Background: an optimization exercise with open tools, aiming at small area. Do not read the settings as production practice. The RTL was checked by simulation tests, not by an equivalence proof against the original design. Power figures rest on the tool's default switching activity, not on a simulated workload.

ember:
==> flow/design.v <==
package rv_pkg;
    localparam logic [6:0] OP_RTYPE = 7'b0110011;
    localparam logic [6:0] F7_BASE  = 7'b0000000;
    localparam logic [6:0] F7_ALT   = 7'b0100000;
    localparam logic [2:0] F3_ADD   = 3'b000;
    localparam logic [2:0] F3_AND   = 3'b111;
    localparam logic [2:0] F3_OR    = 3'b110;
    localparam logic [2:0] F3_XOR   = 3'b100;
    localparam int OPC_LSB = 0;
    localparam int RD_LSB  = 7;
    localparam int F3_LSB  = 12;
    localparam int RS1_LSB = 15;
    localparam int RS2_LSB = 20;
    localparam int F7_LSB  = 25;
    typedef enum logic [2:0] {
        ALU_ADD,
        ALU_SUB,
        ALU_AND,
        ALU_OR,
        ALU_XOR,
        ALU_ILLEGAL
    } alu_op_t;
    function automatic rv_pkg::alu_op_t decode_op(input logic [31:0] w);
        logic [9:0] key;
        rv_pkg::alu_op_t    op;
        key = {w[rv_pkg::F7_LSB +: 7], w[rv_pkg::F3_LSB +: 3]};
        op  = rv_pkg::ALU_ILLEGAL;
        if (w[rv_pkg::OPC_LSB +: 7] == rv_pkg::OP_RTYPE) begin
            case (key)
                {rv_pkg::F7_BASE, rv_pkg::F3_ADD}: op = rv_pkg::ALU_ADD;
                {rv_pkg::F7_ALT,  rv_pkg::F3_ADD}: op = rv_pkg::ALU_SUB;
                {rv_pkg::F7_BASE, rv_pkg::F3_AND}: op = rv_pkg::ALU_AND;
                {rv_pkg::F7_BASE, rv_pkg::F3_OR }: op = rv_pkg::ALU_OR;
                {rv_pkg::F7_BASE, rv_pkg::F3_XOR}: op = rv_pkg::ALU_XOR;
                default:           op = rv_pkg::ALU_ILLEGAL;
            endcase
        end
        decode_op = op;
    endfunction
endpackage
module rv_regfile #(
    parameter int XLEN = 32
) (
    input  logic            clk,
    input  logic [31:1]     wsel,
    input  logic [XLEN-1:0] wdata,
    input  logic [7:0]      rhi1_n,
    input  logic [3:0]      rlo1_n,
    input  logic [7:0]      rhi2_n,
    input  logic [3:0]      rlo2_n,
    output logic [XLEN-1:0] rdata1,
    output logic [XLEN-1:0] rdata2
);
    logic [XLEN-1:0] mem_q [1:31];
    logic [31:0]     rsel1, rsel2;
    for (genvar i = 0; i < 32; i++) begin : g_rsel
        assign rsel1[i] = !(rhi1_n[i/4] | rlo1_n[i%4]);
        assign rsel2[i] = !(rhi2_n[i/4] | rlo2_n[i%4]);
    end
    for (genvar i = 1; i < 32; i++) begin : g_reg
        always_ff @(posedge clk) begin
            if (wsel[i]) begin
                mem_q[i] <= wdata;
            end
        end
    end
    for (genvar b = 0; b < XLEN; b++) begin : g_rd
        logic [31:1] col;
        for (genvar i = 1; i < 32; i++) begin : g_col
            assign col[i] = mem_q[i][b];
        end
        rv_rf_rbit u_r1 (.d(col), .sel(rsel1[31:1]), .y(rdata1[b]));
        rv_rf_rbit u_r2 (.d(col), .sel(rsel2[31:1]), .y(rdata2[b]));
    end
endmodule
module rv_rf_rbit (
    input  logic [31:1] d,
    input  logic [31:1] sel,
    output logic        y
);
    logic [10:0] g_n;
    logic [2:0]  h;
    for (genvar k = 0; k < 10; k++) begin : g_aoi
        rv_aoi222 u_aoi (
            .a0(d[3*k+1]), .b0(sel[3*k+1]),
            .a1(d[3*k+2]), .b1(sel[3*k+2]),
            .a2(d[3*k+3]), .b2(sel[3*k+3]),
            .y (g_n[k])
        );
    end
    rv_nand2 u_n31 (.a(d[31]), .b(sel[31]), .y(g_n[10]));
    rv_nand4 u_h0 (.a(g_n[0]), .b(g_n[1]), .c(g_n[2]),  .d(g_n[3]), .y(h[0]));
    rv_nand4 u_h1 (.a(g_n[4]), .b(g_n[5]), .c(g_n[6]),  .d(g_n[7]), .y(h[1]));
    rv_nand3 u_h2 (.a(g_n[8]), .b(g_n[9]), .c(g_n[10]), .y(h[2]));
    assign y = |h;
endmodule
module rv_aoi222 (
    input  logic a0, b0, a1, b1, a2, b2,
    output logic y
);
    assign y = !((a0 & b0) | (a1 & b1) | (a2 & b2));
endmodule
module rv_nand2 (
    input  logic a, b,
    output logic y
);
    assign y = !(a & b);
endmodule
module rv_nand3 (
    input  logic a, b, c,
    output logic y
);
    assign y = !(a & b & c);
endmodule
module rv_nand4 (
    input  logic a, b, c, d,
    output logic y
);
    assign y = !(a & b & c & d);
endmodule
module rv_decode_issue
#(
    parameter int XLEN         = 32,
    parameter int INFLIGHT_MAX = 4
) (
    input  logic            clk,
    input  logic            rst_n,
    input  logic            instr_valid,
    input  logic [31:0]     instr,
    output logic            instr_ready,
    input  logic            wb_en,
    input  logic [4:0]      wb_rd,
    input  logic [XLEN-1:0] wb_data,
    output logic            issue_valid,
    output logic [6:0]      OPCODE,
    output logic [6:0]      FUNC7,
    output logic [2:0]      FUNC3,
    output logic [XLEN-1:0] OP1,
    output logic [XLEN-1:0] OP2,
    output logic [4:0]      issue_rd,
    output logic            illegal_instr
);
    logic [4:0]  rd, rs1, rs2;
    logic        legal, hazard, room, take;
    logic [31:0] wb_mask, busy_live, rd_mask;
    logic [31:1] busy_q;
    logic [2:0]  count_q;
    logic        valid_q, illegal_q;
    logic [4:0]  rd_q;
    logic [7:0]  rs1_hi_n_q, rs2_hi_n_q;
    logic [3:0]  rs1_lo_n_q, rs2_lo_n_q;
    logic [7:0]  rs1_hi_n, rs2_hi_n;
    logic [3:0]  rs1_lo_n, rs2_lo_n;
    logic [2:0]  func3_q;
    logic        sub_q;
    assign rd    = instr[rv_pkg::RD_LSB +: 5];
    assign rs1   = instr[rv_pkg::RS1_LSB +: 5];
    assign rs2   = instr[rv_pkg::RS2_LSB +: 5];
    assign legal = rv_pkg::decode_op(instr) != rv_pkg::ALU_ILLEGAL;
    rv_predec u_pd1 (.a(rs1), .hi_n(rs1_hi_n), .lo_n(rs1_lo_n));
    rv_predec u_pd2 (.a(rs2), .hi_n(rs2_hi_n), .lo_n(rs2_lo_n));
    rv_regfile #(.XLEN(XLEN)) u_rf (
        .clk    (clk),
        .wsel   (wb_mask[31:1]),
        .wdata  (wb_data),
        .rhi1_n (rs1_hi_n_q),
        .rlo1_n (rs1_lo_n_q),
        .rhi2_n (rs2_hi_n_q),
        .rlo2_n (rs2_lo_n_q),
        .rdata1 (OP1),
        .rdata2 (OP2)
    );
    assign wb_mask   = wb_en ? (32'd1 << wb_rd) : 32'd0;
    assign busy_live = {busy_q, 1'b0} & ~wb_mask;
    assign rd_mask   = 32'd1 << rd;
    assign hazard    = busy_live[rs1] | busy_live[rs2] | busy_live[rd];
    assign room      = !count_q[2] | wb_en;
    assign instr_ready = rst_n & (!legal | (!hazard & room));
    assign take        = instr_valid & legal & !hazard & room;
    always_ff @(posedge clk or negedge rst_n) begin
        if (!rst_n) begin
            busy_q    <= '0;
            count_q   <= '0;
            valid_q   <= 1'b0;
            illegal_q <= 1'b0;
        end else begin
            busy_q    <= busy_live[31:1] | ({31{take}} & rd_mask[31:1]);
            if (take && !wb_en) begin
                count_q <= count_q + 3'd1;
            end else if (!take && wb_en && (count_q != 3'd0)) begin
                count_q <= count_q - 3'd1;
            end
            valid_q   <= take;
            illegal_q <= instr_valid & !legal;
        end
    end
    always_ff @(posedge clk) begin
        rd_q    <= rd;
        rs1_hi_n_q <= rs1_hi_n;
        rs1_lo_n_q <= rs1_lo_n;
        rs2_hi_n_q <= rs2_hi_n;
        rs2_lo_n_q <= rs2_lo_n;
        func3_q <= instr[rv_pkg::F3_LSB +: 3];
        sub_q   <= instr[rv_pkg::F7_LSB + 5];
    end
    assign issue_valid   = valid_q;
    assign illegal_instr = illegal_q;
    assign OPCODE        = rv_pkg::OP_RTYPE;
    assign FUNC7         = {1'b0, sub_q, 5'b0};
    assign FUNC3         = func3_q;
    assign issue_rd      = rd_q;
endmodule
module rv_predec (
    input  logic [4:0] a,
    output logic [7:0] hi_n,
    output logic [3:0] lo_n
);
    assign hi_n = ~(8'd1 << a[4:2]);
    assign lo_n = ~(4'd1 << a[1:0]);
endmodule
==> flow/config.mk <==
export PLATFORM = sky130hd
export DESIGN_NAME = rv_decode_issue
export DESIGN_NICKNAME = rv_decode_issue
export VERILOG_FILES = /design/flow/design.v
export SDC_FILE = /design/flow/constraint.sdc
export NUM_CORES = 4
export LEC_CHECK = 0
export CAP_MARGIN = 20
export CELL_PAD_IN_SITES_DETAIL_PLACEMENT = 1
export CELL_PAD_IN_SITES_GLOBAL_PLACEMENT = 1
export CORE_MARGIN = 2
export CORE_UTILIZATION = 48
export PLACE_DENSITY = 0.62
export SETUP_SLACK_MARGIN = 0.05
export SLEW_MARGIN = 20
export SYNTH_HIERARCHICAL = 1
==> flow/constraint.sdc <==
create_clock -name core_clock -period 5.0 [get_ports {clk}]
set_input_delay 1.0000 -clock core_clock [delete_from_list [all_inputs] [get_ports {clk}]]
set_output_delay 1.0000 -clock core_clock [all_outputs]
set_load 0.01 [all_outputs]
standard.sh (not shown) runs the stock make flow with config.mk's settings and CLKGATE_MAP_FILE= SYNTH_SCRIPT=/design/flow/synth_recipe.tcl, a recipe that flattens the netlist after the stock synthesis.
==> flow/flow/run.sh <==
#!/bin/bash
set -o pipefail
export CTS_ARGS="-sink_clustering_enable -sink_clustering_size 16 -sink_clustering_max_diameter 80 -repair_clock_nets -dont_use_dummy_load -buf_list {sky130_fd_sc_hd__clkbuf_4 sky130_fd_sc_hd__clkbuf_8}"
export BUFFER_PORTS_ARGS="-buffer_cell sky130_fd_sc_hd__buf_1"
bash standard.sh > standard.log 2>&1
[inputs] onyx vs ember
- SETUP_SLACK_MARGIN now 0.1, was 0.05
- CORE_UTILIZATION now 40, was 48
- PLACE_DENSITY now 0.55, was 0.62
==> flow/flow/run.sh <==
#!/bin/bash
set -o pipefail
export CTS_ARGS="-sink_clustering_enable -sink_clustering_size 14 -sink_clustering_max_diameter 60 -repair_clock_nets -dont_use_dummy_load -buf_list {sky130_fd_sc_hd__clkbuf_4 sky130_fd_sc_hd__clkbuf_8}"
export BUFFER_PORTS_ARGS="-buffer_cell sky130_fd_sc_hd__buf_1"
bash standard.sh > standard.log 2>&1
### Flow results
- Of the two values seen for start point of the critical path, rs1_lo_n_q[3] was produced by ember and rs2_lo_n_q[3] by onyx.
- onyx has share of cell area taken by flip-flops and latches below what ember had.
- The number of tap cells added at floorplan reported for onyx is greater than that of ember by 19%.
- Across both runs, die area was higher for onyx than for ember.
Input-level comparison between umber and onyx:
- a change of SETUP_SLACK_MARGIN from 0.1 to 0.05
==> flow/flow/run.sh <==
#!/bin/bash
set -o pipefail
export CTS_ARGS="-sink_clustering_enable -sink_clustering_size 16 -sink_clustering_max_diameter 80 -repair_clock_nets -dont_use_dummy_load -buf_list {sky130_fd_sc_hd__clkbuf_4 sky130_fd_sc_hd__clkbuf_8}"
export BUFFER_PORTS_ARGS="-buffer_cell sky130_fd_sc_hd__buf_1"
bash standard.sh > standard.log 2>&1
[summary]
- After synthesis and placement, the instance count of umber is below that of onyx.
- Of the two values seen for type of the worst setup path, input pin to primary output was produced by umber and flop to primary output by onyx.
- Number of inserted filler cells in the final layout: umber vs onyx — no meaningful difference
- The global-route usage on umber is in line with that on onyx.
- Between onyx and umber, the post-CTS resize count is lower for umber.
- Share of power burned in combinational logic on umber is up relative to onyx.
- As far as routed wire length is concerned, umber and onyx perform about the same.
- Delta (umber minus onyx): synthesis-to-finish area growth saw a decrease; number of optimization iterations in the first detailed-route pass climbed 4; relative contribution of the clock network to total power moved down; total number of vias went down by about 1%.
- Total standard cell area after synthesis came out exactly the same in onyx and umber.

[port drivers added, routing unchanged]
The results above use ideal ports. As a check the final layouts listed here were re-extracted and re-timed, cells and wires unchanged.
Step 1: set_driving_cell puts a clkbuf_16 on clk and a buf_2 on each other input, an assumption about the parent block.
Step 2 adds t to the input delays and takes it off the output delays; t is the mean of the earliest and latest rising clock arrival at the registers after step 1. Input paths then give back, and output paths get back, about the clock's delay inside the block.
a / b / c = ideal / step 1 / step 2; a / b = the first two.
| run | shift t [ns] | setup slack, ns | clock arrival spread, ns | worst register clock-pin slew, ns | cell pins on the clock port's net |
|---|---|---|---|---|---|
| ember | 0.769 | 0.075 / 0.005 / 0.005 | 0.094 / 0.094 | 0.11 / 0.11 | 1 |
| onyx | 0.827 | 0.217 / 0.150 / 0.120 | 0.103 / 0.102 | 0.10 / 0.10 | 1 |
| umber | 0.792 | 0.150 / 0.120 / 0.056 | 0.111 / 0.111 | 0.11 / 0.11 | 1 |
After both steps setup and hold are still met in every run listed. The setup slack of onyx, which loses most, moves by -0.067 ns with the drivers and by -0.097 ns with both steps.
